From an optimization exercise on the open Yosys and OpenROAD flow, aimed at small area, a short achievable clock period and few clock cycles per item; shortcuts taken in it are not production practice.
The RTL was checked by simulation tests, not by an equivalence proof against the original design.

==> flow/design.v, too long to show whole: its modules and the start of the top module <==
// module cordic_iter: 7527 lines
module cordic_iter (
  input  logic        i_clk,
  input  logic        i_rst,
  input  logic        i_valid,
  output logic        o_ready,
  input  logic        i_mode,
  input  logic [23:0] i_x,
  input  logic [23:0] i_y,
  input  logic [23:0] i_theta,
  output logic        o_valid,
  input  logic        i_ready,
  output logic [23:0] o_a,
  output logic [23:0] o_b,
  output logic [23:0] o_z
);
  // ...
==> flow/flow/run.sh <==
#!/bin/bash
# Standard layout, with repair_timing asked to leave more setup slack than the
# 10 ns clock needs, so the achieved period comes out shorter.
set -euo pipefail
export SETUP_SLACK_MARGIN=${MARGIN:-5.8}
bash standard.sh > standard_flow.log 2>&1
==> flow/standard.sh <==
#!/bin/bash
# synth_recipe.tcl (not shown) runs the flow's synth.tcl, then flattens the netlist and writes it again
# the make line also repeats each setting of config.mk as NAME=value (left out here)
make -C /OpenROAD-flow-scripts/flow DESIGN_CONFIG=/design/flow/config.mk WORK_HOME=/design/flow/orfs CLKGATE_MAP_FILE= SYNTH_SCRIPT=/design/flow/synth_recipe.tcl "${@:-finish}"
==> flow/config.mk <==
export PLATFORM = sky130hd
export DESIGN_NAME = cordic_iter
export DESIGN_NICKNAME = cordic_iter
export VERILOG_FILES = /design/flow/design.v
export SDC_FILE = /design/flow/constraint.sdc
export NUM_CORES = 4
export LEC_CHECK = 0
export CAP_MARGIN = 20
export CORE_MARGIN = 2
export CORE_UTILIZATION = 55
export CTS_BUF_LIST = sky130_fd_sc_hd__clkbuf_4 sky130_fd_sc_hd__clkbuf_8
export PLACE_DENSITY = 0.68
export SLEW_MARGIN = 20
==> flow/constraint.sdc <==
create_clock -name core_clock -period 10.0 [get_ports {i_clk}]
set_input_delay 2.0000 -clock core_clock [delete_from_list [all_inputs] [get_ports {i_clk}]]
set_output_delay 2.0000 -clock core_clock [all_outputs]
set_load 0.01 [all_outputs]
==> metrics.sh, run 1 <==
MOSTFREQUENTLAYOUTCELL='edfxtp_1'
STATUS='timing/DRC/antenna clean'
YS_ASYNC_SR_FRACTION=0
NUM_VIAS=56600
REG2REG_DEPTH=8
MAX-SLEW-MARGIN-REL=0.280
SETUP.WORST_PATH.START='z_15[5]'
SIGNAL_BUFFERS=346
SEQ_AREA_FRAC=0.376
USE_MET2=0.414
TAP-CELL-COUNT=2044
MIN_PATH_CELLS=0
FLOORPLAN.CORE_AREA_UM2=154000
YOSYS-MUX-AREA-FRACTION=0.00848
POST_CTS_RESIZE_COUNT=82
POST_SYNTH_MAIN_AREA_CONTRIBUTORS='edfxtp_1 40%, ha_1 12%, fa_1 10%, xnor2_1 6.6%, xor2_1 4.2%'
MIN_DELAY_ENDPOINT='z_13[12]'
WORST_SKEW_PAIR_LATER_PIN_LATENCY_NS=0.95
FRACTION_OF_AREA_IN_MULTI_INPUT_GATES=0.482
SYNTH-EDFF-COUNT=1133
CPPEAKSTAGEDELAY_NS=0.64
MOST_AREA_HUNGRY_CELL_CLASS_IN_THE_FINAL_DESIGN='multi-input gates'
SYNTHESIS.AREA_PER_INSTANCE_UM2=11.1
IO-PIN-COUNT=151
Testbench counts, summed over its fixed seeds: cycles 1,424, items 1,280.
==> run 2: changes to the inputs <==
--- a/flow/flow/run.sh
+++ b/flow/flow/run.sh
@@ -4,3 +4,3 @@
 set -euo pipefail
-export SETUP_SLACK_MARGIN=${MARGIN:-5.8}
+export SETUP_SLACK_MARGIN=${MARGIN:-5.95}
 bash standard.sh > standard_flow.log 2>&1
==> metrics.sh, run 2 <==
TRITONCTS_NUM_SINKS=1214
INITIAL_UTIL=0.552
GP_ROUTABILITY_CONGESTION=0.927
YS_ASYNC_SR_FRACTION=0  # unchanged
MIN_PATH_CELLS=0  # unchanged
MAX_FREQ_GHz=0.243
FIRST_ITER_VIOLATIONS=3637
GRT_PASS1_WL_UM=306000
HOLD_PATH_STARTPOINT='z_12[12]'
FINAL_NET_COUNT=9375
TRITONCTS='yes'
SYNTH_CELL_TYPE_COUNT=87
POSTSYNTHCELLCOUNT=7626
PLACE_WS_NS=4.32
LARGESTREGISTERS='out_q x61, skid_q x61'
MAX-SLEW-MARGIN-REL=0.266  # -0.0136
SYNTH-EDFF-COUNT=1133  # unchanged
LAYOUT.FILLER_CELLS=12300
TIMING.REG2REG.SETUP_SLACK_NS=5.89
CRITICAL_PATH_PEAK_FANOUT=8
MOST_FREQUENT_CELLS_IN_THE_LAYOUT='1133 x edfxtp_1, 846 x inv_1, 786 x ha_1'
SYNTHMOSTINSTANTIATEDCELL='edfxtp_1'
CTS.CLK_SLEW.WORST_PATHS_NS=0.06
FINALSETUPTNS_NS=0
MIN_PERIOD_NS=4.11
SYNTH_TOP_AREA_SHARE=0.401
HOLD_PATH_CLASS='flip-flop to flip-flop'
TIMING_MAX_TRANSITION_VIOLATIONS_FINAL=0
LAYOUT_WORST_PATH_CYCLE_SHARE=0.411
DRC=0
NETLIST.TOP_CELL.BY_AREA='edfxtp_1'
CP_NUM_BUF_INV=1
CRITICAL_PATH.MOST_COMMON_CELL='o21a_1'
SETUP.WORST_PATH.END_CLASS='flip-flop'
RSZ0062_AT_GRT='yes'
NETLIST_AREA_UM2=84800
END_OF_THE_WORST_REGISTER_TO_REGISTER_PATH='dr_13'
DIEAREA_UM2=157000
TIMING.CRITICAL_PATH.SLOWEST_STAGE_CELL='edfxtp_1'
MAXIMUM_COUNT_OF_CLOCK_BUFFERS_ALONG_A_SINGLE_PATH=3
LAYOUT-AREA-OVERHEAD-VS-SYNTH_PCT=13.0
SYNTH_SEQUENTIAL_AREA_RATIO=0.420
CRITPATHKIND='flip-flop to flip-flop'
GRT.OVERFLOW.TOTAL=0
STDCELL_COUNT=10300
FIN_HOLD_VIOLS=0
DIE_W_UM=397
PATH_DELAY_FAMILY='compound AO/OA/AOI/OAI gates'
TIMING.RR.START='dr_12'
GRT_START_MAX_NET_PINS=170
SYNTHESIS.AREA_PER_INSTANCE_UM2=11.1  # unchanged
AVGVIACOUNTPERCELL=5.53
MAX-CAP-VIOLATIONS=0
DETAILED_PLACE_HPWL_UM=145000
NUM_VIAS=56900  # +0.65%
REGISTER_BIT_TOTAL_FROM_SYNTHESIS=1214
WORST_SKEW_PAIR_LATER_PIN_LATENCY_NS=0.95  # about the same
GLOBAL_ROUTE.USAGE.TOTAL=0.246
YS.FLOP_TYPE='edfxtp_1'
CRIT_REQUIRED_NS=10.65
COUNT_OF_BUFFERS_INSERTED_AT_THE_TOP_LEVEL_PORTS=150
CRIT_PATH_CELL_TRACE='buf_12 > xor2_2 > ha_1 > nor2b_4 > o21a_1 > o21a_1 > o21ai_1 > nand2b_1 > a31oi_4 > o21ai_4 > o41a_1 > a311oi_2 > o21ba_2 > fa_2 > xnor2_2 > xnor2_1 > mux2i_1'
CTS_ROOT_BUFFER='clkbuf_8'
CPPEAKSTAGEDELAY_NS=0.45  # -0.19 ns
MOSTFREQUENTLAYOUTCELL='edfxtp_1'
DETAIL_ROUTE.FIRST_PASS.ITERATIONS=6
ROUTE.ANTENNA.REMAINING_NETS=0
POST_SYNTH_MAIN_AREA_CONTRIBUTORS='edfxtp_1 40%, ha_1 12%, fa_1 10%, xnor2_1 6.6%, xor2_1 4.2%'
YS_WARN_COUNT=1
STATUS='timing/DRC/antenna clean'
NUMBER_OF_CELL_ROWS=144
SYNTH_TOP_CELLS_BY_COUNT='1133 x edfxtp_1, 884 x inv_1, 795 x ha_1, 635 x xnor2_1, 574 x nor2_1'
REG2REG_DEPTH=17  # +9
DETAIL_ROUTE.WIRELENGTH_UM=195000
FIRST_GLOBAL_VIAS=57400
FINAL.SETUP.WORST_SLACK_NS=5.89
IO-PIN-COUNT=151  # unchanged
CTS-BUFFERS-INSERTED=207
NUMBER_OF_HOLD_BUFFERS_ADDED_AFTER_CTS=0
MIN_DELAY_ENDPOINT='z_13[12]'
DR_WL_CELL_UM=18.9
DP_CELLS=9696
WORST_SLEW_PIN_SLEW_NS=1.10
CRIT_PATH_START_KIND='flip-flop'
CRITPATHARRIVALTIME_NS=4.76
CTS.HTREE.LEVELS=4
DIE_HEIGHT_UM=397
INITIAL_ANTENNA_VIOLATION_COUNT=5
FLOORPLAN.CORE_AREA_UM2=154000  # unchanged
FINAL_LAYOUT_SIZE_SUFFIX_GT1_FRAC=0.102
SETUP_VIOL=0
SYNTH.NET_COUNT=8925
SKEW_NS=0.0485
run 2: changes by cell type in the layout (fill, tap and decap cells not counted), moves of 7 or more:
cell,previous run,this run
inv_1,855,846
clkdlybuf4s50_1,143,133
buf_12,8,15
buf_4,173,243
dlygate4sd2_1,0,10
o21ai_0,242,234
run 2: how the worst max path moves through the flow:
stage,start,endpoint,depth (start not counted)
after floorplan,skid_v,a0[0],1
after global placement,i_y[0],b0[22],13
after detailed placement,i_y[0],b0[22],13
after CTS,dr_1,dr_2,13
after global routing,dr_12,dr_13,17
final,dr_12,dr_13,17
run 2: per-layer routing:
metal,global-route usage,part of all wire,up-vias
met1,0.326,0.44,27800
met4,0.0813,0.029,2
met5,0,0.000067,-
met3,0.0351,0.046,361
li1,-,-,27600
met2,0.415,0.49,1226
run 2: cells by family (layout without fill, tap and decap cells):
group | after synthesis | after routing | share of synthesized area
xor+xnor | 1042 | 1042 | 0.108
fa+ha+maj | 1223 | 1223 | 0.218
simple gates | 1646 | 1646 | 0.0928
mux | 70 | 70 | 0.00848
buf+inv | 1072 | 1688 | 0.0480
flops | 1214 | 1214 | 0.420
compound gates | 1359 | 1359 | 0.105
other cells | 0 | 3 | 0
run 2: cell type report:
class | count | area [µm²] | area share
multi-input combinational | 5340 | 46000 | 0.480
sequential | 1214 | 35600 | 0.372
timing repair buffer | 424 | 3930 | 0.0410
inverter | 886 | 3430 | 0.0358
clock buffer | 274 | 3430 | 0.0358
tap | 2044 | 2560 | 0.0267
clock inverter | 101 | 783 | 0.00817
timing repair inverter | 3 | 17.5 | 0.000183
antenna | 3 | 7.51 | 0.0000783
run 2: metrics by stage:
step	util	hold WS [ns]	area, µm²
after global routing	0.624	0.404	95800
after detailed placement	0.577	0.405	88600
after global placement	0.577	0.401	88600
final	0.624	0.387	95800
after floorplan	-	0.400	84800
after CTS	0.613	0.372	94000
run 2: what timing repair did:
action / in CTS / in global routing
pin swaps: 32 / 73
gates cloned: 3 / 6
endpoints found under the setup margin: 229 / 170
buffers inserted: 78 / 126
resized for setup: 152 / 132
==> run 3: changes to the inputs <==
--- a/flow/flow/run.sh
+++ b/flow/flow/run.sh
@@ -4,3 +4,3 @@
 set -euo pipefail
-export SETUP_SLACK_MARGIN=${MARGIN:-5.95}
+export SETUP_SLACK_MARGIN=${MARGIN:-6.25}
 bash standard.sh > standard_flow.log 2>&1
--- a/flow/config.mk
+++ b/flow/config.mk
@@ -9,5 +9,5 @@
 export CORE_MARGIN = 2
-export CORE_UTILIZATION = 55
+export CORE_UTILIZATION = 50
 export CTS_BUF_LIST = sky130_fd_sc_hd__clkbuf_4 sky130_fd_sc_hd__clkbuf_8
-export PLACE_DENSITY = 0.68
+export PLACE_DENSITY = 0.65
 export SLEW_MARGIN = 20
==> metrics.sh, run 3 <==
CRIT_PATH_START_KIND='flip-flop'
DETAIL_ROUTE.FIRST_PASS.ITERATIONS=6  # unchanged
TRITONCTS='yes'
STATUS='timing/DRC/antenna clean'
WORST_SKEW_PAIR_LATER_PIN_LATENCY_NS=0.96  # about the same
COUNT_OF_BUFFERS_INSERTED_AT_THE_TOP_LEVEL_PORTS=150  # unchanged
DR_WL_CELL_UM=19.0  # +0.55%
DIE_HEIGHT_UM=416  # +4.8%
MOSTFREQUENTLAYOUTCELL='edfxtp_1'
DETAIL_ROUTE.WIRELENGTH_UM=201000  # +3.3%
SETUP_VIOL=0  # unchanged
SKEW_NS=0.0473  # -0.00125 ns
LAYOUT-AREA-OVERHEAD-VS-SYNTH_PCT=16.0
INITIAL_UTIL=0.502  # -0.0504
MOST_FREQUENT_CELLS_IN_THE_LAYOUT='1133 x edfxtp_1, 826 x inv_1, 781 x ha_1'
SYNTHESIS.AREA_PER_INSTANCE_UM2=11.1  # unchanged
TIMING.REG2REG.SETUP_SLACK_NS=5.97  # +0.08 ns
WORST_SLEW_PIN_SLEW_NS=1.13  # +0.0288 ns
RSZ0062_AT_GRT='yes'
GRT.OVERFLOW.TOTAL=0  # unchanged
DIEAREA_UM2=173000  # +9.9%
YS_ASYNC_SR_FRACTION=0  # unchanged
CRITPATHKIND='flip-flop to flip-flop'
NUMBER_OF_HOLD_BUFFERS_ADDED_AFTER_CTS=0  # unchanged
SYNTHMOSTINSTANTIATEDCELL='edfxtp_1'
POSTSYNTHCELLCOUNT=7626  # unchanged
ROUTE.ANTENNA.REMAINING_NETS=0  # unchanged
DRC=0  # unchanged
CRIT_REQUIRED_NS=10.70  # +0.05 ns
LAYOUT_WORST_PATH_CYCLE_SHARE=0.403  # -0.00813
YS.FLOP_TYPE='edfxtp_1'
INITIAL_ANTENNA_VIOLATION_COUNT=2  # -3
MAXIMUM_COUNT_OF_CLOCK_BUFFERS_ALONG_A_SINGLE_PATH=3  # unchanged
MIN_PERIOD_NS=4.03  # -0.0813 ns
HOLD_PATH_CLASS='flip-flop to flip-flop'
SYNTH_CELL_TYPE_COUNT=87  # unchanged
DP_CELLS=9867  # +1.8%
CTS-BUFFERS-INSERTED=208  # +0.48%
NUM_VIAS=57500  # +0.92%
FIRST_ITER_VIOLATIONS=3543  # -2.6%
CTS_ROOT_BUFFER='clkbuf_8'
GLOBAL_ROUTE.USAGE.TOTAL=0.230  # -0.0153
DETAILED_PLACE_HPWL_UM=145000  # about the same
MULTI_INPUT_COMB_AREA_UM2=47100  # +2.3%
SYNTH-EDFF-COUNT=1133  # unchanged
SETUP.WORST_PATH.START='x_15[10]'
FINAL_LAYOUT_SIZE_SUFFIX_GT1_FRAC=0.135  # +0.0329
POST_SYNTH_MAIN_AREA_CONTRIBUTORS='edfxtp_1 40%, ha_1 12%, fa_1 10%, xnor2_1 6.6%, xor2_1 4.2%'
END_OF_THE_WORST_REGISTER_TO_REGISTER_PATH='ca_m'
STDCELL_COUNT=10600  # +2.7%
FINALSETUPTNS_NS=0  # unchanged
NETLIST_AREA_UM2=84800  # unchanged
FIN_HOLD_VIOLS=0  # unchanged
TIMING_MAX_TRANSITION_VIOLATIONS_FINAL=0  # unchanged
FINAL_NET_COUNT=9471  # +1.0%
AVGVIACOUNTPERCELL=5.44  # -1.7%
HOLD_PATH_STARTPOINT='z_10[8]'
SETUP.WORST_PATH.END_CLASS='flip-flop'
YS_WARN_COUNT=1  # unchanged
GRT_START_MAX_NET_PINS=175  # +2.9%
NETLIST.TOP_CELL.BY_AREA='edfxtp_1'
SYNTH_TOP_CELLS_BY_COUNT='1133 x edfxtp_1, 884 x inv_1, 795 x ha_1, 635 x xnor2_1, 574 x nor2_1'
LAYOUT.FILLER_CELLS=14100  # +14%
CRITPATHARRIVALTIME_NS=4.74  # -0.02 ns
NUMBER_OF_CELL_ROWS=151  # +4.9%
TIMING.RR.START='x_15[10]'
IO-PIN-COUNT=151  # unchanged
FIRST_GLOBAL_VIAS=58600  # +2.2%
MAX_FREQ_GHz=0.248  # +2.0%
CRIT_PATH_END='ca_m'
GP_ROUTABILITY_CONGESTION=0.911  # -1.7%
MAX-CAP-VIOLATIONS=0  # unchanged
CRITICAL_PATH_PEAK_FANOUT=3  # -5
REG2REG_DEPTH=11  # -6
REGISTER_BIT_TOTAL_FROM_SYNTHESIS=1214  # unchanged
CTS.CLK_SLEW.WORST_PATHS_NS=0.06  # about the same
DIE_W_UM=416  # +4.8%
SYNTH_TOP_AREA_SHARE=0.401  # unchanged
LARGESTREGISTERS='out_q x61, skid_q x61'
GRT_PASS1_WL_UM=316000  # +3.5%
FLOORPLAN.CORE_AREA_UM2=169000  # +10%
MAX-SLEW-MARGIN-REL=0.240  # -0.0260
CTS.HTREE.LEVELS=4  # unchanged
SYNTH.NET_COUNT=8925  # unchanged
TRITONCTS_NUM_SINKS=1214  # unchanged
SYNTH_SEQUENTIAL_AREA_RATIO=0.420  # unchanged
FF_LATCH_AREA_UM2=35600  # about the same
## run 3: layout make-up
cell class	instances	area share
Tap cell	2218	0.0282
Clock inverter	95	0.00857
Multi-Input combinational cell	5341	0.479
Timing Repair inverter	4	0.000229
Inverter	886	0.0351
Sequential cell	1214	0.362
Antenna cell	1	0.0000254
Clock buffer	292	0.0369
Timing Repair Buffer	517	0.0498
## run 3: metrics by stage
step	setup WS, ns	area (µm²)	util	hold WS (ns)
3_5_place_dp	4.23	88900	0.526	0.405
6_report	5.97	98400	0.582	0.408
2_1_floorplan	-6.94	84800	-	0.400
3_3_place_gp	4.22	88900	0.526	0.400
4_1_cts	6.00	96300	0.570	0.396
5_1_grt	5.83	98400	0.582	0.416
## run 3: routing by layer
metal / wire length [µm] / vias up / GRT usage
met3: 9270 / 355 / 0.0362
met1: 86200 / 28200 / 0.296
li1: - / 27800 / -
met5: 0 / - / 0
met2: 99900 / 1181 / 0.397
met4: 5960 / 0 / 0.0737
## run 3: how the worst min path moves through the flow
stage                to  slack (ns)  cells past startpoint
3_5_place_dp   az7_a[3]        0.40                      0
6_report        z_11[8]        0.41                      0
5_1_grt         z_11[8]        0.42                      0
3_3_place_gp    z_13[0]        0.40                      0
2_1_floorplan  az2_a[0]        0.40                      0
4_1_cts          z_9[0]        0.40                      0
## run 3: kinds of logic after synthesis
family	after synthesis	synth area share
flip-flops	1214	0.420
XOR/XNOR	1042	0.108
multiplexers	70	0.00848
adder cells (fa/ha/maj)	1223	0.218
AO/OA/AOI/OAI	1359	0.105
buffers and inverters	1072	0.0480
AND/OR/NAND/NOR	1646	0.0928
## run 3: critical path: stages, from the launching register on
cell,delay (ns)
edfxtp_1,0.46
clkinvlp_4,0.21
fa_1,0.60
inv_1,0.06
fa_2,0.53
fa_1,0.43
fa_1,0.45
ha_1,0.30
a21o_1,0.19
a2111oi_4,0.28
o21ai_1,0.13
o21a_1,0.13
## run 3: what timing repair did
item / in CTS / in global routing
resized for setup: 442 / 268
endpoints found under the setup margin: 427 / 352
gates cloned: 13 / 6
pin swaps: 100 / 151
buffers inserted: 191 / 103

## re-timing with driven ports
In the flow no input, the clock included, has a driving cell. The finished layouts below were timed again as built, in two steps. Step 1, drivers: a clkbuf_16 drives i_clk and a buf_2 each remaining input, both assumed. Step 2 times the ports against the registers' clock, not the clock port: input delays grow and output delays shrink by t, the midpoint of the rising clock arrivals with the driver on. a / b / c = ideal ports / drivers / drivers and shift; a / b = the first two.
| run | t, ns | slack for setup (ns) | worst setup path at the end |
|---|---|---|---|
| run 1 | 1.003 | 5.751 / 5.751 / 4.896 | input to register |
| run 2 | 1.000 | 5.886 / 5.886 / 5.071 | input to register |
| run 3 | 1.019 | 5.967 / 5.967 / 5.248 | input to register |
After both steps setup and hold are still met in every run listed. For run 1, which loses most, drivers alone change the setup slack by 0.000 ns; drivers and shift together by -0.855 ns.
